From an optimization exercise on the open Yosys and OpenROAD flow, aimed at small area; shortcuts taken in it are not production practice.
Only simulation tests tie the RTL to the original design; equivalence was not proved.
Power is estimated from default activity; no workload was simulated.

==> flow/design.v <==
module id_stage #(
  parameter logic [31:0] NOP_INSTR = 32'h00000013,
  parameter bit          REG_RESET = 1'b1
) (
  input  logic        clk,
  input  logic        rst,
  input  logic [31:0] if_pc,
  input  logic [31:0] if_instr,
  input  logic        if_valid,
  input  logic        flush,
  input  logic        ex_stall,
  input  logic        ex_mem_read,
  input  logic [4:0]  ex_rd,
  input  logic        wb_we,
  input  logic [4:0]  wb_rd,
  input  logic [31:0] wb_data,
  output logic        stall_out,
  output logic        id_valid,
  output logic [31:0] id_pc,
  output logic [6:0]  id_opcode,
  output logic [2:0]  id_funct3,
  output logic [6:0]  id_funct7,
  output logic [4:0]  id_rs1,
  output logic [4:0]  id_rs2,
  output logic [4:0]  id_rd,
  output logic [31:0] id_imm,
  output logic [31:0] id_rs1_data,
  output logic [31:0] id_rs2_data,
  output logic        id_illegal
);
  localparam logic [6:0] OPC_LUI    = 7'b0110111;
  localparam logic [6:0] OPC_AUIPC  = 7'b0010111;
  localparam logic [6:0] OPC_JAL    = 7'b1101111;
  localparam logic [6:0] OPC_JALR   = 7'b1100111;
  localparam logic [6:0] OPC_BRANCH = 7'b1100011;
  localparam logic [6:0] OPC_LOAD   = 7'b0000011;
  localparam logic [6:0] OPC_STORE  = 7'b0100011;
  localparam logic [6:0] OPC_OPIMM  = 7'b0010011;
  localparam logic [6:0] OPC_OP     = 7'b0110011;
  localparam logic [6:0] OPC_FENCE  = 7'b0001111;
  localparam logic [6:0] OPC_SYSTEM = 7'b1110011;
  logic [31:0] pc_q, pc_d;
  logic [31:0] instr_q, instr_d;
  logic        valid_q, valid_d;
  logic [31:0] rf_q [32];
  logic        use_rs1, use_rs2, known_op, hazard, hold;
  logic [31:0] imm;
  assign id_opcode = instr_q[6:0];
  assign id_rd     = instr_q[11:7];
  assign id_funct3 = instr_q[14:12];
  assign id_rs1    = instr_q[19:15];
  assign id_rs2    = instr_q[24:20];
  assign id_funct7 = instr_q[31:25];
  always_comb begin
    use_rs1  = 1'b0;
    use_rs2  = 1'b0;
    known_op = 1'b1;
    imm      = '0;
    case (id_opcode)
      OPC_JALR, OPC_LOAD, OPC_OPIMM: begin
        use_rs1 = 1'b1;
        imm     = {{20{instr_q[31]}}, instr_q[31:20]};
      end
      OPC_FENCE, OPC_SYSTEM: imm = {{20{instr_q[31]}}, instr_q[31:20]};
      OPC_OP: begin
        use_rs1 = 1'b1;
        use_rs2 = 1'b1;
      end
      OPC_STORE: begin
        use_rs1 = 1'b1;
        use_rs2 = 1'b1;
        imm     = {{20{instr_q[31]}}, instr_q[31:25], instr_q[11:7]};
      end
      OPC_BRANCH: begin
        use_rs1 = 1'b1;
        use_rs2 = 1'b1;
        imm     = {{19{instr_q[31]}}, instr_q[31], instr_q[7], instr_q[30:25],
                   instr_q[11:8], 1'b0};
      end
      OPC_LUI, OPC_AUIPC: imm = {instr_q[31:12], 12'b0};
      OPC_JAL: imm = {{11{instr_q[31]}}, instr_q[31], instr_q[19:12], instr_q[20],
                      instr_q[30:21], 1'b0};
      default: known_op = 1'b0;
    endcase
  end
  assign hazard = valid_q & ex_mem_read & (ex_rd != 5'd0) &
                  ((use_rs1 & (ex_rd == id_rs1)) | (use_rs2 & (ex_rd == id_rs2)));
  assign hold      = ex_stall | hazard;
  assign stall_out = hold;
  assign id_valid  = valid_q & ~hazard;
  assign id_pc     = pc_q;
  assign id_imm    = imm;
  assign id_illegal = valid_q & ~known_op;
  always_comb begin
    pc_d    = pc_q;
    instr_d = instr_q;
    valid_d = valid_q;
    if (flush) begin
      pc_d    = '0;
      instr_d = NOP_INSTR;
      valid_d = 1'b0;
    end else if (!hold) begin
      pc_d    = if_pc;
      instr_d = if_instr;
      valid_d = if_valid;
    end
  end
  always_ff @(posedge clk) begin
    if (rst) begin
      pc_q    <= '0;
      instr_q <= NOP_INSTR;
      valid_q <= 1'b0;
    end else begin
      pc_q    <= pc_d;
      instr_q <= instr_d;
      valid_q <= valid_d;
    end
  end
  always_ff @(posedge clk) begin
    if (REG_RESET && rst) begin
      for (int i = 0; i < 32; i++) rf_q[i] <= '0;
    end else if (wb_we && (wb_rd != 5'd0) && !rst) begin
      rf_q[wb_rd] <= wb_data;
    end
  end
  always_comb begin
    id_rs1_data = '0;
    id_rs2_data = '0;
    if (id_rs1 != 5'd0) id_rs1_data = (wb_we && wb_rd == id_rs1) ? wb_data : rf_q[id_rs1];
    if (id_rs2 != 5'd0) id_rs2_data = (wb_we && wb_rd == id_rs2) ? wb_data : rf_q[id_rs2];
  end
endmodule
==> flow/run.sh <==
#!/bin/bash
# synth_recipe.tcl (not shown) runs the flow's synth.tcl, then flattens the netlist and writes it again
# the make line also repeats each setting of config.mk as NAME=value (left out here)
make -C /OpenROAD-flow-scripts/flow DESIGN_CONFIG=/design/flow/config.mk WORK_HOME=/design/flow/orfs CLKGATE_MAP_FILE= SYNTH_SCRIPT=/design/flow/synth_recipe.tcl finish
==> flow/config.mk <==
export PLATFORM = sky130hd
export DESIGN_NAME = id_stage
export DESIGN_NICKNAME = id_stage
export VERILOG_FILES = /design/flow/design.v
export SDC_FILE = /design/flow/constraint.sdc
export NUM_CORES = 4
export LEC_CHECK = 0
export CAP_MARGIN = 20
export CORE_MARGIN = 2
export CORE_UTILIZATION = 40
export SLEW_MARGIN = 20
==> flow/constraint.sdc <==
create_clock -name core_clock -period 6.0 [get_ports {clk}]
set_input_delay 1.2000 -clock core_clock [delete_from_list [all_inputs] [get_ports {clk}]]
set_output_delay 1.2000 -clock core_clock [all_outputs]
set_load 0.01 [all_outputs]
==> results by group, run 1 <==
Global route
  • Total track usage: 29.7%
  • First-pass GRT wire length: 317,000 um
  • Initial antenna violation count: 28
  • Largest net degree at the start of global routing: 81
  • Vias in the first global route: 41,300
  • GRT Residual Overflow: 0

Critical path
  • Crit path DAT: 4490 ps
  • Cell Chain, Critical Path: buf_4 > buf_12 > mux4_2 > nand2b_1 > o21ai_2 > o211ai_1 > buf_6 > clkdlybuf4s50_1
  • Reg-to-reg startpoint: instr_q[3]
  • Worst Setup End Kind: output pin
  • Worst Path Max Fanout: 33
  • WP data required: 4800 ps
  • WS Path Type: reg2out
  • Slowest CP cell: dfxtp_4
  • Crit path launch type: register
  • Reg-to-Reg End: instr_q[21]
  • R2R cell count: 6
  • CP peak stage delay: 690 ps
  • Worst R2R Setup Slack: 2880 ps

Timing
  • Least-Margin Pin Slew: 1120 ps
  • Ratio of final minimum period to clock period: 94.8%
  • Fin crit period: 5690 ps
  • Fmax: 0.176 GHz
  • Slew headroom: 25.4%
  • RSZ-0062 raised after global routing: no
  • Worst clock skew: 16.2 ps
  • Post-Route Setup TNS: 0 ps
  • Final hold violations: 0
  • Setup Viol. Count Final: 0
  • Max-slew violation count: 0

Routing
  • Wl on met1: 85,400 um
  • Routed met2 length: 100,000 um
  • Routed Antenna Nets: 0
  • Drt wl/cell: 34.8 um
  • Top Metal Used: met5
  • Drc violations: 0
  • Initial DRC count: 5,814
  • Pre-antenna DRT Iters: 6
  • Total number of vias: 41,500
  • Wire length on met3: 29,000 um
  • DRT Wirelength: 228,000 um
  • Vias per std cell: 6.33

Power and ir drop
  • Peak VDD IR: 225 uV
  • P per Cell Area: 268 nW/um^2
  • Reg power frac: 49.2%
  • Total power: 18.3 mW
  • Clock power share: 38.5%
  • Leak: 22.5 nW
  • Internal power: 13.6 mW
  • Net switching power: 4.75 mW
  • Combinational Power Share: 12.2%
  • Switch share: 25.9%

Placement
  • Port Buffers: 275
  • Hpwl dp: 143,000 um
  • GP Congestion: 0.926

Synthesis
  • Top_reg_cell synth: edfxtp_1
  • Syn Std Cell Area: 59,400 um^2
  • Post-synth EDFFs: 1,024
  • Post-synth top area cell: edfxtp_1
  • Top post-synthesis cells by area: edfxtp_1 (52%), mux4_2 (15%), and2_1 (11%)
  • Async SR Flop Fraction: 0%
  • Syn Area/Cell: 13.7 um^2
  • Yosys Warn Count: 1
  • Synth Instances: 4,347
  • Sequential-to-total area share from yosys stat: 54.3%
  • #FFs+latches synth: 1,099
  • Yosys top cell area share: 51.8%
  • Count of different cell masters after synthesis: 47

Hold path
  • Hold_sp: pc_q[3]
  • Endpoint, Worst Hold: pc_q[3]
  • Worst hold-check path type: reg2reg
  • Hold Crit Depth: 2

Clocking
  • # clock sinks: 1,099
  • Root buf cell: clkbuf_16
  • H-tree Lvls: 3
  • CTS clk-pin slew, worst paths: 60 ps
  • Clock Path Buffers: 3
  • Clock Latency Late Sink: 740 ps
  • CTS Buf Count: 116
  • CTS tree: done

Die
  • Core ar.: 148,000 um^2
  • # IOs: 276
  • Die W: 389 um
  • Initial Util: 40.2%
  • Die ar.: 152,000 um^2
  • Row count: 141
  • Die Ht: 389 um

Cells and area
  • Commonest non-fill, non-tap cell in the layout: edfxtp_1
  • Area grow syn2layout: 15.1%
  • Fill cells: 12,900
  • Layout cell share with drive strength beyond 1: 19.1%
  • Layout net count: 4,640
  • Flip-flop and latch area: 32,300 um^2
  • Most frequent cells in the layout: edfxtp_1 (1,024), and2_1 (1,003), mux4_2 (384), mux2i_1 (302), clkdlybuf4s50_1 (270)
  • Area of the multi-input gates: 25,300 um^2

Run
  • MaxCap Viol Count: 0

Outcome
  • Status: finished clean
[power groups by stage]
| stage | logic (mW) | registers [mW] | clock network [mW] |
|---|---|---|---|
| after floorplan | 1.17 | 9.07 | 0 |
| after global placement | 2.19 | 9.14 | 0 |
| after detailed placement | 2.18 | 9.17 | 0 |
| after CTS | 2.20 | 9.00 | 7.10 |
| after global routing | 2.31 | 9.05 | 7.36 |
| final | 2.24 | 9.01 | 7.05 |
[metrics by stage]
stage | setup WS (ps) | utilization [%] | cells | hold WS [ps] | cell area [um^2]
6_report | 312 | 46.3 | 6554 | 475 | 68300
5_1_grt | 255 | 46.3 | 6552 | 495 | 68300
4_1_cts | 119 | 46.3 | 6548 | 475 | 68300
3_5_place_dp | 524 | 43.8 | 6337 | 467 | 64700
3_3_place_gp | 508 | 43.8 | 6337 | 460 | 64700
2_1_floorplan | 2090 | - | 4378 | 476 | 59500
[synthesized netlist by cell type (4+ instances only)]
| master | number |
|---|---|
| a221oi_1 | 54 |
| nor2b_1 | 72 |
| buf_12 | 4 |
| xnor2_1 | 8 |
| or2_2 | 34 |
| edfxtp_1 | 1024 |
| a211oi_1 | 113 |
| buf_6 | 30 |
| nand2b_1 | 44 |
| clkbuf_1 | 331 |
| nor3b_1 | 7 |
| a211o_1 | 64 |
| mux2_2 | 18 |
| mux2i_1 | 302 |
| nor2_1 | 46 |
| a22oi_1 | 85 |
| buf_2 | 52 |
| dfxtp_1 | 75 |
| o21ai_0 | 110 |
| nor3_1 | 45 |
| buf_8 | 5 |
| nand3b_1 | 4 |
| o21bai_1 | 12 |
| nand2_1 | 85 |
| a221oi_2 | 10 |
| o21ai_1 | 32 |
| a21oi_1 | 102 |
| xor2_1 | 12 |
| buf_4 | 26 |
| and2_1 | 1004 |
| o211ai_1 | 21 |
| a22o_1 | 4 |
| buf_1 | 13 |
| mux4_2 | 384 |
| a21o_1 | 20 |
| nand3_1 | 78 |
| nor4_1 | 4 |
[worst max path at each step]
stage | slack, ps | start | depth (start not counted) | end
floorplan | 2090 | wb_rd[3] | 8 | id_rs1_data[15]
global placement | 510 | register | 7 | id_rs1_data[10]
detailed placement | 520 | register | 7 | id_rs1_data[10]
CTS | 120 | register | 9 | id_rs1_data[10]
global route | 250 | register | 8 | id_rs1_data[10]
finish | 310 | register | 8 | id_rs1_data[10]
[worst max-delay path: cells and delay by family, from the launching register on]
family / cells / cell delay, ps
muxes: 1 / 550
AOI/OAI and AO/OA: 2 / 860
buffers and inverters: 4 / 1380
DFF: 1 / 690
and+or+nand+nor: 1 / 180
[layer usage]
layer  vias up  track usage (%)
met5         -                0
met4        10             14.9
met3       554             9.50
met2      2805             44.7
met1     21300             38.5
li1      16800                -
[final cells by class]
class / instances / share of cell area (%)
diodes: 5 / 0.0183
clock buffers: 148 / 4.61
clock inverters: 62 / 0.643
inverters: 1 / 0.00549
multi-input cells: 2817 / 37.1
flip-flops and latches: 1099 / 47.2
well taps: 1930 / 3.53
repair buffers: 492 / 6.88
[repair_timing]
action                                  4_1_cts  5_1_grt
hold buffers                                  0        0
setup buffers                                 1        0
hold endpoints to repair                      0        0
resized for setup                             2        0
endpoints found under the setup margin        1        0
[registers in the layout, indices dropped and copies added (netlist names), named ones only]
| register | flops |
|---|---|
| valid_q | 1 |
| instr_q | 32 |
| rf_q | 1024 |
| pc_q | 32 |
[logic make-up after synthesis]
kind of cell	count (synthesis)	share of synthesized area, %
other	1	0.00631
xor gates and xnor gates	20	0.295
AOI/OAI and AO/OA	630	7.32
and+or+nand+nor	1431	14.3
muxes	704	20.0
DFF	1099	54.3
buffers and inverters	462	3.78
==> run 2: changes to the inputs <==
--- a/flow/design.v
+++ b/flow/design.v
@@ -40,8 +40,8 @@
   localparam logic [6:0] OPC_FENCE  = 7'b0001111;
   localparam logic [6:0] OPC_SYSTEM = 7'b1110011;
-  logic [31:0] pc_q, pc_d;
-  logic [31:0] instr_q, instr_d;
-  logic        valid_q, valid_d;
-  logic [31:0] rf_q [32];
+  logic [31:0] pc_q;
+  logic [31:0] instr_q;
+  logic        valid_q;
+  logic [31:0] rf_q [1:31];
   logic        use_rs1, use_rs2, known_op, hazard, hold;
   logic [31:0] imm;
@@ -92,41 +92,78 @@
   assign id_imm    = imm;
   assign id_illegal = valid_q & ~known_op;
-  always_comb begin
-    pc_d    = pc_q;
-    instr_d = instr_q;
-    valid_d = valid_q;
-    if (flush) begin
-      pc_d    = '0;
-      instr_d = NOP_INSTR;
-      valid_d = 1'b0;
-    end else if (!hold) begin
-      pc_d    = if_pc;
-      instr_d = if_instr;
-      valid_d = if_valid;
+  logic clr, keep, cap;
+  assign clr  = rst | flush;
+  assign keep = ~clr & hold;
+  assign cap  = ~clr & ~hold;
+  logic [31:0] pc_d, instr_d;
+  logic        valid_d;
+  for (genvar b = 0; b < 32; b++) begin : g_ifid
+    idst_ao22 u_pc (.a1(pc_q[b]), .a2(keep), .b1(if_pc[b]), .b2(cap), .x(pc_d[b]));
+    if (NOP_INSTR[b]) begin : g_one
+      idst_ao221 u_in (.a1(instr_q[b]), .a2(keep), .b1(if_instr[b]), .b2(cap), .c1(clr),
+                       .x(instr_d[b]));
+    end else begin : g_zero
+      idst_ao22 u_in (.a1(instr_q[b]), .a2(keep), .b1(if_instr[b]), .b2(cap), .x(instr_d[b]));
     end
   end
+  idst_ao22 u_valid (.a1(valid_q), .a2(keep), .b1(if_valid), .b2(cap), .x(valid_d));
   always_ff @(posedge clk) begin
-    if (rst) begin
-      pc_q    <= '0;
-      instr_q <= NOP_INSTR;
-      valid_q <= 1'b0;
-    end else begin
-      pc_q    <= pc_d;
-      instr_q <= instr_d;
-      valid_q <= valid_d;
+    pc_q    <= pc_d;
+    instr_q <= instr_d;
+    valid_q <= valid_d;
+  end
+  logic [31:1] wsel, hold_w, load_w;
+  always_comb
+    for (int i = 1; i < 32; i++) wsel[i] = wb_we & (wb_rd == 5'(i));
+  assign hold_w = ~wsel & {31{~rst}};
+  assign load_w = wsel & {31{~rst}};
+  logic [31:0] rf_d [1:31];
+  for (genvar i = 1; i < 32; i++) begin : g_word
+    for (genvar b = 0; b < 32; b++) begin : g_bit
+      idst_ao22 u_w (.a1(rf_q[i][b]), .a2(hold_w[i]), .b1(wb_data[b]), .b2(load_w[i]),
+                     .x(rf_d[i][b]));
     end
   end
-  always_ff @(posedge clk) begin
-    if (REG_RESET && rst) begin
-      for (int i = 0; i < 32; i++) rf_q[i] <= '0;
-    end else if (wb_we && (wb_rd != 5'd0) && !rst) begin
-      rf_q[wb_rd] <= wb_data;
+  always_ff @(posedge clk)
+    for (int i = 1; i < 32; i++) rf_q[i] <= rf_d[i];
+  logic [31:1] dec1, dec2;
+  logic [31:0] sel1, sel2;
+  always_comb begin
+    for (int i = 1; i < 32; i++) begin
+      dec1[i] = (id_rs1 == 5'(i));
+      dec2[i] = (id_rs2 == 5'(i));
     end
+    sel1 = {dec1 & ~wsel, |(dec1 & wsel)};
+    sel2 = {dec2 & ~wsel, |(dec2 & wsel)};
   end
+  logic [31:0] term [32];
   always_comb begin
-    id_rs1_data = '0;
-    id_rs2_data = '0;
-    if (id_rs1 != 5'd0) id_rs1_data = (wb_we && wb_rd == id_rs1) ? wb_data : rf_q[id_rs1];
-    if (id_rs2 != 5'd0) id_rs2_data = (wb_we && wb_rd == id_rs2) ? wb_data : rf_q[id_rs2];
+    term[0] = wb_data;
+    for (int i = 1; i < 32; i++) term[i] = rf_q[i];
+  end
+  for (genvar b = 0; b < 32; b++) begin : g_rd
+    logic [10:0] n1, n2;
+    for (genvar g = 0; g < 10; g++) begin : g_grp
+      idst_aoi222 u_r1 (.a1(sel1[3*g]), .a2(term[3*g][b]), .b1(sel1[3*g+1]), .b2(term[3*g+1][b]),
+                        .c1(sel1[3*g+2]), .c2(term[3*g+2][b]), .y(n1[g]));
+      idst_aoi222 u_r2 (.a1(sel2[3*g]), .a2(term[3*g][b]), .b1(sel2[3*g+1]), .b2(term[3*g+1][b]),
+                        .c1(sel2[3*g+2]), .c2(term[3*g+2][b]), .y(n2[g]));
+    end
+    idst_aoi22 u_r1 (.a1(sel1[30]), .a2(term[30][b]), .b1(sel1[31]), .b2(term[31][b]), .y(n1[10]));
+    idst_aoi22 u_r2 (.a1(sel2[30]), .a2(term[30][b]), .b1(sel2[31]), .b2(term[31][b]), .y(n2[10]));
+    assign id_rs1_data[b] = ~&n1;
+    assign id_rs2_data[b] = ~&n2;
   end
 endmodule
+module idst_ao22 (input logic a1, a2, b1, b2, output logic x);
+  assign x = (a1 & a2) | (b1 & b2);
+endmodule
+module idst_ao221 (input logic a1, a2, b1, b2, c1, output logic x);
+  assign x = (a1 & a2) | (b1 & b2) | c1;
+endmodule
+module idst_aoi22 (input logic a1, a2, b1, b2, output logic y);
+  assign y = ~((a1 & a2) | (b1 & b2));
+endmodule
+module idst_aoi222 (input logic a1, a2, b1, b2, c1, c2, output logic y);
+  assign y = ~((a1 & a2) | (b1 & b2) | (c1 & c2));
+endmodule
==> flow/flow/run.sh (new file) <==
#!/bin/bash
# The standard layout, with every port buffered by the smallest buffer cell.
set -euo pipefail
export BUFFER_PORTS_ARGS="-buffer_cell sky130_fd_sc_hd__buf_1"
bash standard.sh > standard.log 2>&1
==> flow/standard.sh (new file) <==
#!/bin/bash
# synth_recipe.tcl (not shown) runs the flow's synth.tcl, then flattens the netlist and writes it again
# the make line also repeats each setting of config.mk as NAME=value (left out here)
make -C /OpenROAD-flow-scripts/flow DESIGN_CONFIG=/design/flow/config.mk WORK_HOME=/design/flow/orfs CLKGATE_MAP_FILE= SYNTH_SCRIPT=/design/flow/synth_recipe.tcl "${@:-finish}"
--- a/flow/config.mk
+++ b/flow/config.mk
@@ -9,3 +9,5 @@
 export CORE_MARGIN = 2
 export CORE_UTILIZATION = 40
+export CTS_BUF_LIST = sky130_fd_sc_hd__clkbuf_4 sky130_fd_sc_hd__clkbuf_8
 export SLEW_MARGIN = 20
+export SYNTH_HIERARCHICAL = 1
removed: flow/run.sh
==> run 2 against run 1 <==
Effect of this change: the layout now fails its checks (negative setup slack); clock skew rose by 13 ps; global-route usage increased by 8.6 points; final cell count fell by 12%; hold slack improved by 9.4 ps; critical endpoint is now id_rs1_data[31]; register-to-register slack got worse by 170 ps; largest cell class unchanged; fmax decreased by 8.0%; highest routed layer unchanged; cell area decreased by 25%; critical path type unchanged.
==> results by group, run 2 <==
Outcome
  • Status: failed layout checks
  • Failing Checks: negative setup slack

Power and ir drop
  • Combinational Power Share: 6.2% (-6.0 points)
  • Net switching power: 3.80 mW (-20%)
  • Reg power frac: 48.6% (-0.6 points)
  • P per Cell Area: 287 nW/um^2 (+7.2%)
  • Total power: 14.7 mW (-20%)
  • Peak VDD IR: 194 uV (-14%)
  • Internal power: 10.9 mW (-19%)
  • Switch share: 25.8% (-0.12 points)
  • Clock power share: 45.2% (+6.7 points)
  • Leak: 18.3 nW (-19%)

Critical path
  • Worst Path Max Fanout: 19 (-42%)
  • Worst Setup End Kind: output pin
  • WS Path Type: reg2out
  • CP Capture Point: id_rs1_data[31]
  • Bufs and invs on worst path: 2 (-2)
  • Top Family by Delay on Critical Path: compound AO/OA/AOI/OAI gates
  • Worst R2R Setup Slack: 2710 ps (-170 ps)
  • Crit path launch type: register
  • CP startpoint: instr_q[15]
  • Slowest CP cell: a222oi_1
  • Most frequent CP cell: nand4_1
  • Reg-to-reg startpoint: instr_q[23]
  • Crit path depth: 12 (+4)
  • Crit path DAT: 4980 ps (+490 ps)
  • Reg-to-Reg End: pc_q[25]
  • CP peak stage delay: 770 ps (+80 ps)
  • Cell Chain, Critical Path: nor2_1 > nand2_2 > nor3_1 > a311oi_2 > o41ai_1 > a221o_2 > buf_12 > a222oi_1 > nand4_1 > nor2_2 > nand4_1 > buf_1
  • R2R cell count: 10 (+4)
  • WP data required: 4800 ps (about the same)

Synthesis
  • Post-synth EDFFs: 0 (-100%)
  • Synth Instances: 3,541 (-19%)
  • Yosys Warn Count: 12 (+11)
  • Syn Area/Cell: 11.8 um^2 (-14%)
  • Largest family of logic cells by synthesized area: compound AO/OA/AOI/OAI gates
  • #FFs+latches synth: 1,057 (-3.8%)
  • Xor/xnor cell area share of the yosys netlist: 0.336% (+0.041 points)
  • Post-synth top cells: a22o_1 (1,059), dfxtp_1 (1,057), a222oi_1 (640), nand4_1 (197), nor2_1 (151)
  • Yosys top cell area share: 50.8% (-0.98 points)
  • Syn Std Cell Area: 41,700 um^2 (-30%)
  • Sequential-to-total area share from yosys stat: 50.8% (-3.5 points)
  • Post-Synth Simple-Gate Area: 7.35% (-6.9 points)
  • Post-synth top area cell: dfxtp_1
  • Most frequent cell after synthesis: a22o_1
  • Top_reg_cell synth: dfxtp_1
  • Post-synthesis mux area share: 0% (-20 points)
  • Post-synthesis compound-gate area fraction: 40.9% (+34 points)
  • Async SR Flop Fraction: 0% (unchanged)
  • Top post-synthesis cells by area: dfxtp_1 (51%), a22o_1 (22%), a222oi_1 (15%)
  • Post-synthesis adder-cell area fraction: 0% (unchanged)
  • Count of different cell masters after synthesis: 70 (+49%)

Die
  • Initial Util: 40.3% (+0.088 points)
  • Row count: 118 (-16%)
  • Core ar.: 103,000 um^2 (-30%)
  • Die ar.: 107,000 um^2 (-30%)
  • Die W: 327 um (-16%)
  • # IOs: 276 (unchanged)
  • Die Ht: 327 um (-16%)

Cells and area
  • Largest register FFs: 992 (-3.1%)
  • Layout net count: 4,353 (-6.2%)
  • Area grow syn2layout: 23.0%
  • Fin cells: 5,742 (-12%)
  • Layout Utilization: 49.6% (+3.3 points)
  • Largest reg by FF count: rf_q
  • Largest regs: rf_q x992, instr_q x32, pc_q x32
  • Layout cell share with drive strength beyond 1: 19.5% (+0.43 points)
  • Commonest non-fill, non-tap cell in the layout: a22o_1
  • Most frequent cells in the layout: a22o_1 (1,059), dfxtp_1 (1,052), a222oi_1 (640), buf_4 (272), buf_1 (243)

Timing
  • Fin crit period: 6180 ps (+497 ps)
  • Final hold violations: 0 (unchanged)
  • Worst setup margin: -185 ps (-497 ps)
  • Hold WS: 484 ps (+9.35 ps)
  • Max-slew violation count: 0 (unchanged)
  • Ratio of final minimum period to clock period: 103% (+8.3 points)
  • Fmax: 0.162 GHz (-8.0%)
  • Slew headroom: 17.3% (-8.1 points)
  • RSZ-0062 raised after global routing: yes
  • Setup Viol. Count Final: 2 (+2)
  • Least-Margin Pin Slew: 1230 ps (+114 ps)
  • Worst clock skew: 28.9 ps (+12.7 ps)

Global route
  • Vias in the first global route: 41,100 (-0.37%)
  • First-pass GRT wire length: 302,000 um (-4.7%)
  • Total track usage: 38.2% (+8.6 points)
  • Initial antenna violation count: 8 (-71%)
  • Largest net degree at the start of global routing: 62 (-23%)
  • GRT Residual Overflow: 0 (unchanged)

Placement
  • GP Congestion: 0.985 (+6.3%)
  • Hpwl dp: 126,000 um (-12%)
  • Post-Place Cells: 5,444 (-14%)
  • Port Buffers: 275 (unchanged)

Routing
  • DRT Wirelength: 215,000 um (-5.7%)
  • Routed Antenna Nets: 0 (unchanged)
  • Initial DRC count: 10,100 (+74%)
  • Drt wl/cell: 37.5 um (+7.7%)
  • Total number of vias: 44,600 (+7.6%)
  • Pre-antenna DRT Iters: 14 (+8)
  • Drc violations: 0 (unchanged)
  • Vias per std cell: 7.77 (+23%)

Clocking
  • # clock sinks: 1,057 (-3.8%)
  • CTS clk-pin slew, worst paths: 60 ps (about the same)
  • CTS tree: done
  • CTS Buf Count: 171 (+47%)
  • Hold_buf cts: 0 (unchanged)
  • H-tree Lvls: 4 (+1)
  • Clock Latency Late Sink: 870 ps (+130 ps)
  • Clock Path Buffers: 3 (unchanged)
  • Root buf cell: clkbuf_8

Hold path
  • Worst hold-check path type: reg2reg

Run
  • MaxCap Viol Count: 0 (unchanged)
run 2: cell count changes after synthesis, moves of 103 or more:
cell      before   now
and2_1      1004    10
a22o_1         4  1059
a211oi_1     113     2
nand4_1        1   197
edfxtp_1    1024     0
a222oi_1       0   640
mux4_2       384     0
mux2i_1      302     0
o21ai_0      110     7
dfxtp_1       75  1057
nor2_1        46   151
clkbuf_1     331    22
run 2: logic make-up (layout without fill, tap and decap cells):
| group | Yosys count | count (layout) |
|---|---|---|
| compound gates | 1837 | 1837 |
| flops | 1057 | 1057 |
| simple gates | 576 | 576 |
| buf+inv | 55 | 873 |
| xor+xnor | 16 | 16 |
| other cells | 0 | 3 |
run 2: cell type report:
| cell class | count | area, um^2 |
|---|---|---|
| tap | 1380 | 1730 |
| clock buffer | 265 | 3340 |
| multi-input combinational | 2429 | 21100 |
| antenna | 3 | 7.51 |
| inverter | 6 | 22.5 |
| sequential | 1057 | 21200 |
| timing repair buffer | 575 | 3690 |
| fill | 9406 | 52100 |
| clock inverter | 27 | 241 |
run 2: power by group through the flow:
stage	registers, mW	logic [mW]	clock network, mW
6_report	7.15	0.919	6.65
5_1_grt	7.15	0.917	6.99
4_1_cts	7.15	0.861	6.65
3_5_place_dp	7.30	0.858	0
3_3_place_gp	7.30	0.858	0
2_1_floorplan	7.28	0.311	0
run 2: how the worst min path moves through the flow:
stage,start,to,slack [ps],depth (start not counted)
4_1_cts,pc_q[21],pc_q[21],490,1
3_5_place_dp,pc_q[4],pc_q[4],470,1
6_report,pc_q[21],pc_q[21],480,1
2_1_floorplan,rf_q[12][0],rf_q[12][0],480,1
5_1_grt,pc_q[4],pc_q[4],500,1
3_3_place_gp,pc_q[21],pc_q[21],470,1
run 2: worst reg2reg max path: cells and delay by family, from the launching register on:
family	cells	cell delay, ps
AO/OA/AOI/OAI	4	1000
XOR/XNOR	1	150
buffers and inverters	3	800
flip-flops	1	630
AND/OR/NAND/NOR	2	620
run 2: per-stage QoR:
| stage | instance area, um^2 | setup slack, ps | setup TNS (ps) |
|---|---|---|---|
| after floorplan | 41700 | -201 | -12860 |
| after global placement | 47500 | -123 | -232 |
| after detailed placement | 47500 | -172 | -471 |
| after CTS | 51100 | 3.87 | 0 |
| after global routing | 51300 | -60.5 | -69.9 |
| final | 51300 | -185 | -203 |
run 2: what timing repair did:
item	CTS	global route
buffers inserted	0	1
setup endpoints to repair	18	17
pin swaps	1	5
gates resized for setup	9	12
run 2: layer usage:
layer	global-route usage [%]	routed length, um	vias up
met4	21.7	14300	10
met3	13.1	34200	869
met5	0	77	-
met1	51.2	80000	21800
met2	53.3	86600	4275
li1	-	-	17700
run 2: per-module statistics from Yosys (local to each module, per instance):
module | cells inside | cell area (um^2)
idst_ao221 | 1 | 10.0
idst_ao22 | 1 | 8.76
idst_aoi22 | 1 | 12.5
id_stage | 1780 | 25200
idst_aoi222 | 1 | 10.0
==> run 3: changes to the inputs <==
--- a/flow/design.v
+++ b/flow/design.v
@@ -127,31 +127,38 @@
   always_ff @(posedge clk)
     for (int i = 1; i < 32; i++) rf_q[i] <= rf_d[i];
-  logic [31:1] dec1, dec2;
-  logic [31:0] sel1, sel2;
+  logic        byp1, byp2;
+  logic [3:0]  hi1, hi2;
+  logic [7:0]  lo1, lo2;
+  logic [31:1] sel1, sel2;
+  assign byp1 = wb_we & (wb_rd == id_rs1) & (id_rs1 != 5'd0);
+  assign byp2 = wb_we & (wb_rd == id_rs2) & (id_rs2 != 5'd0);
   always_comb begin
+    for (int h = 0; h < 4; h++) begin
+      hi1[h] = (id_rs1[4:3] == 2'(h));
+      hi2[h] = (id_rs2[4:3] == 2'(h));
+    end
+    for (int l = 0; l < 8; l++) begin
+      lo1[l] = (id_rs1[2:0] == 3'(l));
+      lo2[l] = (id_rs2[2:0] == 3'(l));
+    end
     for (int i = 1; i < 32; i++) begin
-      dec1[i] = (id_rs1 == 5'(i));
-      dec2[i] = (id_rs2 == 5'(i));
+      sel1[i] = hi1[i / 8] & lo1[i % 8];
+      sel2[i] = hi2[i / 8] & lo2[i % 8];
     end
-    sel1 = {dec1 & ~wsel, |(dec1 & wsel)};
-    sel2 = {dec2 & ~wsel, |(dec2 & wsel)};
   end
-  logic [31:0] term [32];
-  always_comb begin
-    term[0] = wb_data;
-    for (int i = 1; i < 32; i++) term[i] = rf_q[i];
-  end
+  logic [31:0] wb_data_n;
+  assign wb_data_n = ~wb_data;
   for (genvar b = 0; b < 32; b++) begin : g_rd
-    logic [10:0] n1, n2;
+    logic [9:0] n1, n2;
     for (genvar g = 0; g < 10; g++) begin : g_grp
-      idst_aoi222 u_r1 (.a1(sel1[3*g]), .a2(term[3*g][b]), .b1(sel1[3*g+1]), .b2(term[3*g+1][b]),
-                        .c1(sel1[3*g+2]), .c2(term[3*g+2][b]), .y(n1[g]));
-      idst_aoi222 u_r2 (.a1(sel2[3*g]), .a2(term[3*g][b]), .b1(sel2[3*g+1]), .b2(term[3*g+1][b]),
-                        .c1(sel2[3*g+2]), .c2(term[3*g+2][b]), .y(n2[g]));
+      idst_aoi222 u_r1 (.a1(sel1[3*g+1]), .a2(rf_q[3*g+1][b]), .b1(sel1[3*g+2]), .b2(rf_q[3*g+2][b]),
+                        .c1(sel1[3*g+3]), .c2(rf_q[3*g+3][b]), .y(n1[g]));
+      idst_aoi222 u_r2 (.a1(sel2[3*g+1]), .a2(rf_q[3*g+1][b]), .b1(sel2[3*g+2]), .b2(rf_q[3*g+2][b]),
+                        .c1(sel2[3*g+3]), .c2(rf_q[3*g+3][b]), .y(n2[g]));
     end
-    idst_aoi22 u_r1 (.a1(sel1[30]), .a2(term[30][b]), .b1(sel1[31]), .b2(term[31][b]), .y(n1[10]));
-    idst_aoi22 u_r2 (.a1(sel2[30]), .a2(term[30][b]), .b1(sel2[31]), .b2(term[31][b]), .y(n2[10]));
-    assign id_rs1_data[b] = ~&n1;
-    assign id_rs2_data[b] = ~&n2;
+    idst_rdout u_o1 (.n(n1), .s(sel1[31]), .q(rf_q[31][b]), .byp(byp1), .wn(wb_data_n[b]),
+                     .x(id_rs1_data[b]));
+    idst_rdout u_o2 (.n(n2), .s(sel2[31]), .q(rf_q[31][b]), .byp(byp2), .wn(wb_data_n[b]),
+                     .x(id_rs2_data[b]));
   end
 endmodule
@@ -162,8 +169,29 @@
   assign x = (a1 & a2) | (b1 & b2) | c1;
 endmodule
-module idst_aoi22 (input logic a1, a2, b1, b2, output logic y);
-  assign y = ~((a1 & a2) | (b1 & b2));
-endmodule
 module idst_aoi222 (input logic a1, a2, b1, b2, c1, c2, output logic y);
   assign y = ~((a1 & a2) | (b1 & b2) | (c1 & c2));
 endmodule
+module idst_nand4 (input logic a, b, c, d, output logic y);
+  assign y = ~(a & b & c & d);
+endmodule
+module idst_rdout (input logic [9:0] n, input logic s, q, byp, wn, output logic x);
+  logic t1, t2, m, u, rn;
+  idst_nand4 u_t1 (.a(n[0]), .b(n[1]), .c(n[2]), .d(n[3]), .y(t1));
+  idst_nand4 u_t2 (.a(n[4]), .b(n[5]), .c(n[6]), .d(n[7]), .y(t2));
+  idst_nand2 u_m  (.a(s), .b(q), .y(m));
+  idst_nand3 u_u  (.a(n[8]), .b(n[9]), .c(m), .y(u));
+  idst_nor3  u_r  (.a(t1), .b(t2), .c(u), .y(rn));
+  idst_mux2i u_x  (.a0(rn), .a1(wn), .s(byp), .y(x));
+endmodule
+module idst_nand2 (input logic a, b, output logic y);
+  assign y = ~(a & b);
+endmodule
+module idst_nand3 (input logic a, b, c, output logic y);
+  assign y = ~(a & b & c);
+endmodule
+module idst_nor3 (input logic a, b, c, output logic y);
+  assign y = ~(a | b | c);
+endmodule
+module idst_mux2i (input logic a0, a1, s, output logic y);
+  assign y = ~(s ? a1 : a0);
+endmodule
==> flow/flow/run.sh (replaced) <==
#!/bin/bash
# The standard layout (the standard.sh, standard synthesis unchanged) with two changes:
# every port is buffered by the smallest buffer cell, and clock tree sinks are clustered
# in larger groups without dummy loads. ORFS's own per-step logs stay under orfs/logs;
# make's output goes to standard.log.
set -euo pipefail
export BUFFER_PORTS_ARGS="-buffer_cell sky130_fd_sc_hd__buf_1"
export CTS_ARGS="-sink_clustering_enable -repair_clock_nets -sink_clustering_size 30 -sink_clustering_max_diameter 80 -dont_use_dummy_load"
bash standard.sh > standard.log 2>&1
==> flow/config.mk (replaced) <==
export PLATFORM = sky130hd
export DESIGN_NAME = id_stage
export DESIGN_NICKNAME = id_stage
export VERILOG_FILES = /design/flow/design.v
export SDC_FILE = /design/flow/constraint.sdc
export NUM_CORES = 4
export LEC_CHECK = 0
export CAP_MARGIN = 10
export CORE_MARGIN = 2
export CORE_UTILIZATION = 50
export SLEW_MARGIN = 10
export SYNTH_HIERARCHICAL = 1
==> run 3 against run 2 <==
Effect of this change: now clean on timing, DRC and antenna; synthesized cell count is 0.73% lower; first-iteration DRC count down 6.7%; cell area decreased by 7.7%; final cell count down 12%; largest power group unchanged; highest routed layer unchanged.
==> results by group, run 3 <==
Outcome
  • Status: finished clean

Cells and area
  • Commonest non-fill, non-tap cell in the layout: a22o_1
  • Most frequent cells in the layout: a22o_1 (1,060), dfxtp_1 (1,057), a222oi_1 (640), buf_1 (246), buf_4 (162)
  • Largest regs: rf_q x992, instr_q x32, pc_q x32
  • Final Cell Area: 47,300 um^2 (-7.7%)
  • Largest register FFs: 992 (unchanged)
  • Largest reg by FF count: rf_q
  • Area grow syn2layout: 14.2%
  • Layout cell share with drive strength beyond 1: 11.5% (-8.0 points)
  • Layout net count: 4,083 (-6.2%)

Clocking
  • CTS clk-pin slew, worst paths: 100 ps (+40 ps)
  • H-tree Lvls: 2 (-2)
  • CTS tree: done
  • Hold_buf cts: 0 (unchanged)
  • Clock Path Buffers: 3 (unchanged)
  • Post-CTS setup buffer count: 0 (unchanged)
  • Post-cts resize count: 0 (-9)
  • # clock sinks: 1,057 (unchanged)
  • Clock Latency Late Sink: 650 ps (-220 ps)
  • CTS Buf Count: 50 (-71%)
  • Root buf cell: clkbuf_16

Die
  • Die ar.: 85,100 um^2 (-20%)
  • Die Ht: 292 um (-11%)
  • # IOs: 276 (unchanged)
  • Core ar.: 82,000 um^2 (-21%)
  • Initial Util: 50.5% (+10 points)
  • Row count: 105 (-11%)
  • Die W: 292 um (-11%)

Timing
  • Post-Route Setup TNS: 0 ps (+203 ps)
  • Fmax: 0.177 GHz (+9.4%)
  • Final hold violations: 0 (unchanged)
  • Setup Viol. Count Final: 0 (-2)
  • Ratio of final minimum period to clock period: 94.3% (-8.8 points)
  • Slew headroom: 9.57% (-7.7 points)
  • RSZ-0062 raised after global routing: no
  • Least-Margin Pin Slew: 1350 ps (+119 ps)
  • Fin crit period: 5660 ps (-529 ps)
  • Worst clock skew: 52.5 ps (+23.7 ps)
  • Max-slew violation count: 0 (unchanged)
  • Worst setup margin: 344 ps (+529 ps)

Critical path
  • Worst Path Max Fanout: 25 (+6)
  • Crit path DAT: 4460 ps (-520 ps)
  • Reg-to-reg startpoint: instr_q[20]
  • Worst Setup End Kind: output pin
  • Worst R2R Setup Slack: 2700 ps (about the same)
  • WS Path Type: reg2out
  • WP data required: 4800 ps (about the same)
  • Reg-to-Reg End: instr_q[6]
  • Crit path launch type: register
  • R2R cell count: 7 (-3)

Synthesis
  • Synth Instances: 3,515 (-0.73%)
  • Post-synth EDFFs: 0 (unchanged)
  • Syn Std Cell Area: 41,400 um^2 (-0.59%)
  • Most frequent cell after synthesis: a22o_1
  • Yosys Warn Count: 10 (-2)
  • Post-synth top area cell: dfxtp_1
  • Sequential-to-total area share from yosys stat: 51.1% (+0.30 points)
  • Yosys top cell area share: 51.1% (+0.30 points)
  • Top_reg_cell synth: dfxtp_1
  • Top post-synthesis cells by area: dfxtp_1 (51%), a22o_1 (22%), a222oi_1 (15%)
  • #FFs+latches synth: 1,057 (unchanged)
  • Async SR Flop Fraction: 0% (unchanged)
  • Syn Area/Cell: 11.8 um^2 (+0.15%)
  • Count of different cell masters after synthesis: 52 (-26%)
  • Post-synth top cells: a22o_1 (1,060), dfxtp_1 (1,057), a222oi_1 (640), nand4_1 (128), nor2_1 (104)

Run
  • MaxCap Viol Count: 0 (unchanged)

Hold path
  • Hold Crit Depth: 1 (unchanged)
  • Endpoint, Worst Hold: pc_q[13]
  • Worst hold-check path type: reg2reg
  • Hold_sp: pc_q[13]

Placement
  • Port Buffers: 275 (unchanged)
  • GP Congestion: 0.938 (-4.8%)
  • Hpwl dp: 126,000 um (-0.45%)
  • Placed cell area: 46,000 um^2 (-3.3%)
  • Setup WS pre-CTS: 1250 ps (+1430 ps)

Global route
  • Total track usage: 45.7% (+7.5 points)
  • GRT met2 Usage: 66.5% (+13 points)
  • Initial antenna violation count: 8 (unchanged)
  • GRT met3 Usage: 15.7% (+2.5 points)
  • First-pass GRT wire length: 288,000 um (-4.6%)
  • Routing usage on met1: 56.1% (+4.9 points)
  • Most crowded layer after global routing: met2
  • GRT Residual Overflow: 0 (unchanged)
  • Vias in the first global route: 40,900 (-0.55%)
  • Largest net degree at the start of global routing: 63 (+1.6%)

Power and ir drop
  • Combinational Power Share: 6.5% (+0.3 points)
  • Switch share: 25.4% (-0.44 points)
  • Net switching power: 2.97 mW (-22%)
  • Internal power: 8.73 mW (-20%)
  • P per Cell Area: 247 nW/um^2 (-14%)
  • Leak: 16.6 nW (-9.2%)
  • Peak VDD IR: 211 uV (+8.7%)
  • Clock power share: 32.4% (-13 points)
  • Reg power frac: 61.0% (+12 points)

Routing
  • Vias per std cell: 8.42 (+8.3%)
  • Drc violations: 0 (unchanged)
  • Pre-antenna DRT Iters: 14 (unchanged)
  • Routed Antenna Nets: 0 (unchanged)
  • Initial DRC count: 9,420 (-6.7%)
  • DRT Wirelength: 206,000 um (-4.2%)
  • Total number of vias: 42,500 (-4.9%)
  • Drt wl/cell: 40.8 um (+9.0%)
-- run 3: cell types whose count changed after synthesis, sizes merged, moves of 23 or more --
cell,change
mux2i,+65
a22oi,-65
inv,+26
buf,-23
nor2,-50
nand4,-70
a21oi,+29
nand3,+65
nand2,+55
-- run 3: metal layers --
metal | vias up | wire length (um)
met5 | - | 212
met4 | 8 | 17400
met3 | 900 | 30700
met2 | 3968 | 85100
met1 | 20800 | 72500
li1 | 16800 | -
-- run 3: how the worst max path moves through the flow --
| stage | startpoint | endpoint | slack [ps] | depth (start not counted) |
|---|---|---|---|---|
| floorplan | ex_rd[1] | instr_q[0] | 190 | 5 |
| global placement | wb_rd[4] | id_rs1_data[3] | 1370 | 6 |
| detailed placement | wb_rd[4] | id_rs1_data[14] | 1250 | 6 |
| CTS | instr_q[23] | id_rs2_data[13] | 650 | 8 |
| global route | instr_q[17] | id_rs1_data[23] | 430 | 8 |
| finish | instr_q[19] | id_rs1_data[23] | 340 | 9 |
-- run 3: area by class of cell --
cell class,count,area [um^2]
tap,1070,1340
inverter,32,120
sequential,1057,21200
multi-input combinational,2389,21100
fill,6927,34700
timing repair buffer,440,2370
antenna,5,12.5
clock buffer,50,1250
-- run 3: kinds of logic after synthesis --
kind of cell              share of synthesized area [%]
and+or+nand+nor                                    7.44
buffers and inverters                             0.659
xor gates and xnor gates                          0.402
AOI/OAI and AO/OA                                  38.8
DFF                                                51.1
muxes                                              1.57
-- run 3: critical path, stage by stage (launching register included) --
cell and delay (ps):
dfxtp_1 520, buf_4 290, or2_2 370, nor2_4 160, buf_4 320, a222oi_1 490
nand4_1 780, nor3_2 590, mux2i_1 120, buf_1 170
-- run 3: Yosys stat by module (local to each module, per instance), a selection --
| module | cells | times used |
|---|---|---|
| idst_aoi222 | 1 | 640 |
| idst_nand2 | 1 | 64 |
| id_stage | 1434 | 1 |
| idst_nand4 | 1 | 128 |
| idst_ao221 | 1 | 3 |
| idst_mux2i | 1 | 64 |
| idst_ao22 | 1 | 1054 |
| idst_nor3 | 1 | 64 |
| idst_nand3 | 1 | 64 |
-- run 3: through the flow --
| stage | power, mW | util [%] | cells | hold WS, ps |
|---|---|---|---|---|
| 2_1_floorplan | 7.54 | - | 3515 | 475 |
| 3_3_place_gp | 8.00 | 56.1 | 4985 | 465 |
| 3_5_place_dp | 8.02 | 56.1 | 4985 | 471 |
| 4_1_cts | 11.6 | 57.6 | 5035 | 498 |
| 5_1_grt | 11.9 | 57.7 | 5043 | 508 |
| 6_report | 11.7 | 57.7 | 5043 | 496 |
-- run 3: power by group through the flow --
stage | sequential [mW] | combinational (mW) | clock (mW)
after floorplan | 7.28 | 0.257 | 0
after global placement | 7.29 | 0.709 | 0
after detailed placement | 7.30 | 0.721 | 0
after CTS | 7.14 | 0.722 | 3.77
after global routing | 7.15 | 0.761 | 4.00
final | 7.14 | 0.764 | 3.79
==> run 4: changes to the inputs <==
--- a/flow/design.v
+++ b/flow/design.v
@@ -113,14 +113,30 @@
     valid_q <= valid_d;
   end
-  logic [31:1] wsel, hold_w, load_w;
-  always_comb
-    for (int i = 1; i < 32; i++) wsel[i] = wb_we & (wb_rd == 5'(i));
-  assign hold_w = ~wsel & {31{~rst}};
-  assign load_w = wsel & {31{~rst}};
+  logic [3:0]  whi, whi_r, whi_o;
+  logic [7:0]  wlo, wlo_o;
+  always_comb begin
+    for (int h = 0; h < 4; h++) begin
+      whi[h]     = wb_we & (wb_rd[4:3] == 2'(h));
+      whi_r[h]   = whi[h] & ~rst;
+      whi_o[h]   = REG_RESET ? (whi[h] | rst) : whi_r[h];
+    end
+    for (int l = 0; l < 8; l++) begin
+      wlo[l]   = (wb_rd[2:0] == 3'(l));
+      wlo_o[l] = REG_RESET ? (wlo[l] | rst) : wlo[l];
+    end
+  end
+  logic [31:1] hold_w [2];
+  logic [31:1] load_w [2];
+  for (genvar i = 1; i < 32; i++) begin : g_wdec
+    for (genvar h = 0; h < 2; h++) begin : g_half
+      idst_and2  u_ld (.a(whi_r[i / 8]), .b(wlo[i % 8]), .x(load_w[h][i]));
+      idst_nand2 u_hd (.a(whi_o[i / 8]), .b(wlo_o[i % 8]), .y(hold_w[h][i]));
+    end
+  end
   logic [31:0] rf_d [1:31];
   for (genvar i = 1; i < 32; i++) begin : g_word
     for (genvar b = 0; b < 32; b++) begin : g_bit
-      idst_ao22 u_w (.a1(rf_q[i][b]), .a2(hold_w[i]), .b1(wb_data[b]), .b2(load_w[i]),
-                     .x(rf_d[i][b]));
+      idst_ao22 u_w (.a1(rf_q[i][b]), .a2(hold_w[b / 16][i]), .b1(wb_data[b]),
+                     .b2(load_w[b / 16][i]), .x(rf_d[i][b]));
     end
   end
@@ -130,7 +146,4 @@
   logic [3:0]  hi1, hi2;
   logic [7:0]  lo1, lo2;
-  logic [31:1] sel1, sel2;
-  assign byp1 = wb_we & (wb_rd == id_rs1) & (id_rs1 != 5'd0);
-  assign byp2 = wb_we & (wb_rd == id_rs2) & (id_rs2 != 5'd0);
   always_comb begin
     for (int h = 0; h < 4; h++) begin
@@ -142,23 +155,29 @@
       lo2[l] = (id_rs2[2:0] == 3'(l));
     end
-    for (int i = 1; i < 32; i++) begin
-      sel1[i] = hi1[i / 8] & lo1[i % 8];
-      sel2[i] = hi2[i / 8] & lo2[i % 8];
-    end
-  end
-  logic [31:0] wb_data_n;
-  assign wb_data_n = ~wb_data;
+  end
+  assign byp1 = wb_we & (wb_rd == id_rs1) & (id_rs1 != 5'd0);
+  assign byp2 = wb_we & (wb_rd == id_rs2) & (id_rs2 != 5'd0);
+  logic [31:1] sel1 [2];
+  logic [31:1] sel2 [2];
+  for (genvar i = 1; i < 32; i++) begin : g_rdec
+    for (genvar h = 0; h < 2; h++) begin : g_half
+      idst_and2 u_s1 (.a(hi1[i / 8]), .b(lo1[i % 8]), .x(sel1[h][i]));
+      idst_and2 u_s2 (.a(hi2[i / 8]), .b(lo2[i % 8]), .x(sel2[h][i]));
+    end
+  end
   for (genvar b = 0; b < 32; b++) begin : g_rd
     logic [9:0] n1, n2;
     for (genvar g = 0; g < 10; g++) begin : g_grp
-      idst_aoi222 u_r1 (.a1(sel1[3*g+1]), .a2(rf_q[3*g+1][b]), .b1(sel1[3*g+2]), .b2(rf_q[3*g+2][b]),
-                        .c1(sel1[3*g+3]), .c2(rf_q[3*g+3][b]), .y(n1[g]));
-      idst_aoi222 u_r2 (.a1(sel2[3*g+1]), .a2(rf_q[3*g+1][b]), .b1(sel2[3*g+2]), .b2(rf_q[3*g+2][b]),
-                        .c1(sel2[3*g+3]), .c2(rf_q[3*g+3][b]), .y(n2[g]));
-    end
-    idst_rdout u_o1 (.n(n1), .s(sel1[31]), .q(rf_q[31][b]), .byp(byp1), .wn(wb_data_n[b]),
-                     .x(id_rs1_data[b]));
-    idst_rdout u_o2 (.n(n2), .s(sel2[31]), .q(rf_q[31][b]), .byp(byp2), .wn(wb_data_n[b]),
-                     .x(id_rs2_data[b]));
+      idst_aoi222 u_r1 (.a1(sel1[b / 16][3*g+1]), .a2(rf_q[3*g+1][b]),
+                        .b1(sel1[b / 16][3*g+2]), .b2(rf_q[3*g+2][b]),
+                        .c1(sel1[b / 16][3*g+3]), .c2(rf_q[3*g+3][b]), .y(n1[g]));
+      idst_aoi222 u_r2 (.a1(sel2[b / 16][3*g+1]), .a2(rf_q[3*g+1][b]),
+                        .b1(sel2[b / 16][3*g+2]), .b2(rf_q[3*g+2][b]),
+                        .c1(sel2[b / 16][3*g+3]), .c2(rf_q[3*g+3][b]), .y(n2[g]));
+    end
+    idst_rdout u_o1 (.n(n1), .s(sel1[b / 16][31]), .q(rf_q[31][b]), .byp(byp1), .byp_n(~byp1),
+                     .w(wb_data[b]), .x(id_rs1_data[b]));
+    idst_rdout u_o2 (.n(n2), .s(sel2[b / 16][31]), .q(rf_q[31][b]), .byp(byp2), .byp_n(~byp2),
+                     .w(wb_data[b]), .x(id_rs2_data[b]));
   end
 endmodule
@@ -175,12 +194,12 @@
   assign y = ~(a & b & c & d);
 endmodule
-module idst_rdout (input logic [9:0] n, input logic s, q, byp, wn, output logic x);
-  logic t1, t2, m, u, rn;
+module idst_rdout (input logic [9:0] n, input logic s, q, byp, byp_n, w, output logic x);
+  logic t1, t2, m, u, r;
   idst_nand4 u_t1 (.a(n[0]), .b(n[1]), .c(n[2]), .d(n[3]), .y(t1));
   idst_nand4 u_t2 (.a(n[4]), .b(n[5]), .c(n[6]), .d(n[7]), .y(t2));
   idst_nand2 u_m  (.a(s), .b(q), .y(m));
   idst_nand3 u_u  (.a(n[8]), .b(n[9]), .c(m), .y(u));
-  idst_nor3  u_r  (.a(t1), .b(t2), .c(u), .y(rn));
-  idst_mux2i u_x  (.a0(rn), .a1(wn), .s(byp), .y(x));
+  idst_or3   u_r  (.a(t1), .b(t2), .c(u), .x(r));
+  idst_ao22  u_x  (.a1(r), .a2(byp_n), .b1(byp), .b2(w), .x(x));
 endmodule
 module idst_nand2 (input logic a, b, output logic y);
@@ -190,8 +209,8 @@
   assign y = ~(a & b & c);
 endmodule
-module idst_nor3 (input logic a, b, c, output logic y);
-  assign y = ~(a | b | c);
-endmodule
-module idst_mux2i (input logic a0, a1, s, output logic y);
-  assign y = ~(s ? a1 : a0);
-endmodule
+module idst_or3 (input logic a, b, c, output logic x);
+  assign x = a | b | c;
+endmodule
+module idst_and2 (input logic a, b, output logic x);
+  assign x = a & b;
+endmodule
--- a/flow/flow/run.sh
+++ b/flow/flow/run.sh
@@ -6,4 +6,4 @@
 set -euo pipefail
 export BUFFER_PORTS_ARGS="-buffer_cell sky130_fd_sc_hd__buf_1"
-export CTS_ARGS="-sink_clustering_enable -repair_clock_nets -sink_clustering_size 30 -sink_clustering_max_diameter 80 -dont_use_dummy_load"
+export CTS_ARGS="-sink_clustering_enable -repair_clock_nets -sink_clustering_size 22 -sink_clustering_max_diameter 100 -dont_use_dummy_load"
 bash standard.sh > standard.log 2>&1
==> run 4 against run 3 <==
Effect of this change: final cell count shrank 0.16%; synthesized cell count grew 2.1%; clock power grew 4%; first-iteration DRC count grew 3.5%; highest routed layer unchanged; combinational power grew 3.4%; total power grew 2.0%; utilization shrank 2.6 points; area after synthesis grew 1.1%; hold slack lost 5.3 ps; flip-flop and latch count is the same; wire length shrank 5.6%; global-route usage shrank 3.0 points.
==> results by group, run 4 <==
Timing
  • Max-slew violation count: 0 (unchanged)
  • RSZ-0062 raised after global routing: no
  • Fmax: 0.172 GHz (-2.9%)
  • Least-Margin Pin Slew: 1340 ps (-15.6 ps)
  • Slew headroom: 10.1% (+0.57 points)
  • Worst clock skew: 42.7 ps (-9.78 ps)
  • Post-Route Setup TNS: 0 ps (unchanged)
  • Ratio of final minimum period to clock period: 97.1% (+2.8 points)
  • Final hold violations: 0 (unchanged)
  • Setup Viol. Count Final: 0 (unchanged)
  • Fin crit period: 5830 ps (+170 ps)

Clocking
  • Post-cts resize count: 0 (unchanged)
  • H-tree Lvls: 2 (unchanged)
  • # clock sinks: 1,057 (unchanged)
  • Post-CTS setup buffer count: 0 (unchanged)
  • Root buf cell: clkbuf_16
  • Hold_buf cts: 0 (unchanged)
  • CTS Buf Count: 54 (+8.0%)
  • Clock Path Buffers: 3 (unchanged)
  • CTS tree: done
  • CTS clk-pin slew, worst paths: 90 ps (about the same)
  • Clock Latency Late Sink: 680 ps (+30 ps)

Global route
  • Most crowded layer after global routing: met2
  • Routing usage on met1: 57.5% (+1.3 points)
  • Initial antenna violation count: 19 (+11)
  • Total track usage: 42.7% (-3.0 points)
  • GRT Residual Overflow: 0 (unchanged)
  • Largest net degree at the start of global routing: 66 (+4.8%)
  • GRT met2 Usage: 61.6% (-4.9 points)
  • GRT met3 Usage: 17.1% (+1.4 points)
  • Vias in the first global route: 39,000 (-4.6%)
  • First-pass GRT wire length: 277,000 um (-4.0%)

Run
  • MaxCap Viol Count: 0 (unchanged)

Cells and area
  • Layout net count: 4,050 (-0.81%)
  • Largest register FFs: 992 (unchanged)
  • Area grow syn2layout: 9.70%
  • Largest regs: rf_q x992, instr_q x32, pc_q x32
  • Largest reg by FF count: rf_q
  • Most frequent cells in the layout: a22o_1 (1,122), dfxtp_1 (1,057), a222oi_1 (640), buf_1 (243), and2_1 (197)
  • Layout cell share with drive strength beyond 1: 3.76% (-7.7 points)
  • Commonest non-fill, non-tap cell in the layout: a22o_1

Critical path
  • CP startpoint: instr_q[22]
  • Slowest CP cell: dfxtp_1
  • WP data required: 4800 ps (about the same)
  • Crit path launch type: register
  • WS Path Type: reg2out
  • Crit path DAT: 4630 ps (+170 ps)
  • CP peak stage delay: 740 ps (-40 ps)
  • Worst R2R Setup Slack: 2990 ps (+290 ps)
  • Cell Chain, Critical Path: and3b_1 > and2_1 > a222oi_1 > nand4_1 > or3_1 > a22o_1 > buf_1
  • Reg-to-reg startpoint: instr_q[3]
  • Worst Setup End Kind: output pin
  • Worst Path Max Fanout: 16 (-36%)

Placement
  • GP Congestion: 1.02 (+9.2%)
  • Hpwl dp: 129,000 um (+2.4%)
  • Port Buffers: 275 (unchanged)

Die
  • Core ar.: 83,300 um^2 (+1.6%)
  • Die ar.: 86,100 um^2 (+1.1%)
  • # IOs: 276 (unchanged)
  • Row count: 106 (+0.95%)
  • Die W: 293 um (+0.53%)
  • Die Ht: 293 um (+0.53%)
  • Initial Util: 50.3% (-0.26 points)

Synthesis
  • Sequential-to-total area share from yosys stat: 50.5% (-0.55 points)
  • Synth Instances: 3,588 (+2.1%)
  • Most frequent cell after synthesis: a22o_1
  • Top post-synthesis cells by area: dfxtp_1 (51%), a22o_1 (23%), a222oi_1 (15%)
  • Syn Area/Cell: 11.7 um^2 (-0.97%)
  • Count of different cell masters after synthesis: 46 (-12%)
  • Top_reg_cell synth: dfxtp_1
  • Post-synth top cells: a22o_1 (1,122), dfxtp_1 (1,057), a222oi_1 (640), and2_1 (197), nand2_1 (140)
  • Syn Std Cell Area: 41,900 um^2 (+1.1%)
  • Yosys Warn Count: 14 (+4)
  • #FFs+latches synth: 1,057 (unchanged)
  • Post-synth top area cell: dfxtp_1
  • Async SR Flop Fraction: 0% (unchanged)
  • Yosys top cell area share: 50.5% (-0.55 points)
  • Post-synth EDFFs: 0 (unchanged)

Routing
  • Routed Antenna Nets: 0 (unchanged)
  • Drc violations: 0 (unchanged)
  • Vias per std cell: 8.44 (+0.22%)
  • Total number of vias: 42,500 (+0.059%)
  • Pre-antenna DRT Iters: 13 (-1)
  • Initial DRC count: 9,749 (+3.5%)
  • Drt wl/cell: 38.6 um (-5.4%)
  • DRT Wirelength: 195,000 um (-5.6%)

Power and ir drop
  • Peak VDD IR: 193 uV (-8.5%)
  • Total power: 11.9 mW (+2.0%)
  • P per Cell Area: 260 nW/um^2 (+5.1%)
  • Leak: 16.8 nW (+1.5%)

Outcome
  • Status: finished clean

Hold path
  • Hold_sp: pc_q[12]
  • Worst hold-check path type: reg2reg
## run 4: cell count changes in the layout (fill, tap and decap cells not counted), sizes merged, moves of 62 or more
cell   before   now
nor3       78    11
mux2i      65     1
nor2      104    13
a22o     1060  1122
and2        8   197
buf       411   286
## run 4: cell families after synthesis
logic type	count (synthesis)	synth area share (%)
compound gates	1808	39.7
buf+inv	29	0.305
xor+xnor	19	0.398
simple gates	674	9.05
mux	1	0.0239
flops	1057	50.5
## run 4: area by class of cell
| class | count | area [um^2] |
|---|---|---|
| fill | 7196 | 37400 |
| sequential | 1057 | 21200 |
| multi-input combinational | 2502 | 20600 |
| timing repair buffer | 318 | 1400 |
| clock buffer | 54 | 1350 |
| tap | 1080 | 1350 |
| antenna | 20 | 50.0 |
| inverter | 4 | 15.0 |
## run 4: where the power goes
group | leakage, nW | internal, mW | switching [mW]
Combinational | 7.64 | 0.175 | 0.615
Sequential | 8.53 | 7.11 | 0.100
Clock | 0.666 | 1.60 | 2.33
## run 4: Yosys stat by module (local to each module, per instance), excerpt
module | copies in the design | area [um^2] | cells inside | flops+latches
idst_and2 | 186 | 6.26 | 1 | 0
idst_nand3 | 64 | 5.00 | 1 | 0
idst_ao221 | 3 | 10.0 | 1 | 0
idst_aoi222 | 640 | 10.0 | 1 | 0
id_stage | 1 | 22500 | 1259 | 1057
idst_nand4 | 128 | 6.26 | 1 | 0
idst_ao22 | 1118 | 8.76 | 1 | 0
idst_or3 | 64 | 6.26 | 1 | 0
idst_nand2 | 126 | 3.75 | 1 | 0
## run 4: worst max-delay path: cells and delay by family, from the launching register on
family,cells,cell delay (ps)
AOI/OAI and AO/OA,2,890
buffers and inverters,1,140
and+or+nand+nor,4,2200
DFF,1,740
## run 4: routing by layer
metal / vias to the layer above / share of wire [%] / wire [um]
met5: - / 0.18 / 347
met4: 20 / 4.4 / 8600
met1: 21100 / 38 / 74100
met2: 3911 / 41 / 80100
met3: 592 / 16 / 31400
li1: 16900 / - / -
## run 4: per-stage QoR
step	util [%]	hold slack (ps)	cell area [um^2]	std cells	setup WS (ps)
after CTS	55.1	492	45900	5015	486
after global placement	53.5	467	44500	4961	1120
after detailed placement	53.5	469	44500	4961	1170
after floorplan	-	475	41900	3588	1230
after global routing	55.1	508	45900	5028	205
final	55.1	491	45900	5035	174
## run 4: worst paths after layout
path / endpoint / depth (start not counted)
setup reg to reg: pc_q[10] / 7
hold reg to reg: pc_q[12] / 1
setup / recovery: id_rs2_data[8] / 7
hold / removal: pc_q[12] / 1

separate check: timing with driven ports:
The results above use ideal ports. As a check the final layouts listed here were re-extracted and re-timed, cells and wires unchanged. Step 1 assumes that a clkbuf_16 drives the clock port and a buf_2 every other input. Step 2 times the ports against the registers' clock, not the clock port: input delays grow and output delays shrink by t, the midpoint of the rising clock arrivals with the driver on. a / b / c = ideal ports / drivers / drivers and shift; a / b = the first two.
| run | t (ns) | setup WS [ns] | hold slack, ns | clock arrival spread, ns |
|---|---|---|---|---|
| run 1 | 0.817 | 0.312 / 0.232 / 0.541 | 0.475 / 0.475 / 0.475 | 0.027 / 0.028 |
| run 2 | 0.933 | -0.185 / -0.255 / -0.184 | 0.484 / 0.484 / 0.484 | 0.054 / 0.054 |
| run 3 | 0.710 | 0.344 / 0.271 / 0.981 | 0.496 / 0.496 / 0.496 | 0.085 / 0.085 |
| run 4 | 0.733 | 0.174 / 0.099 / 0.832 | 0.491 / 0.491 / 0.491 | 0.056 / 0.056 |
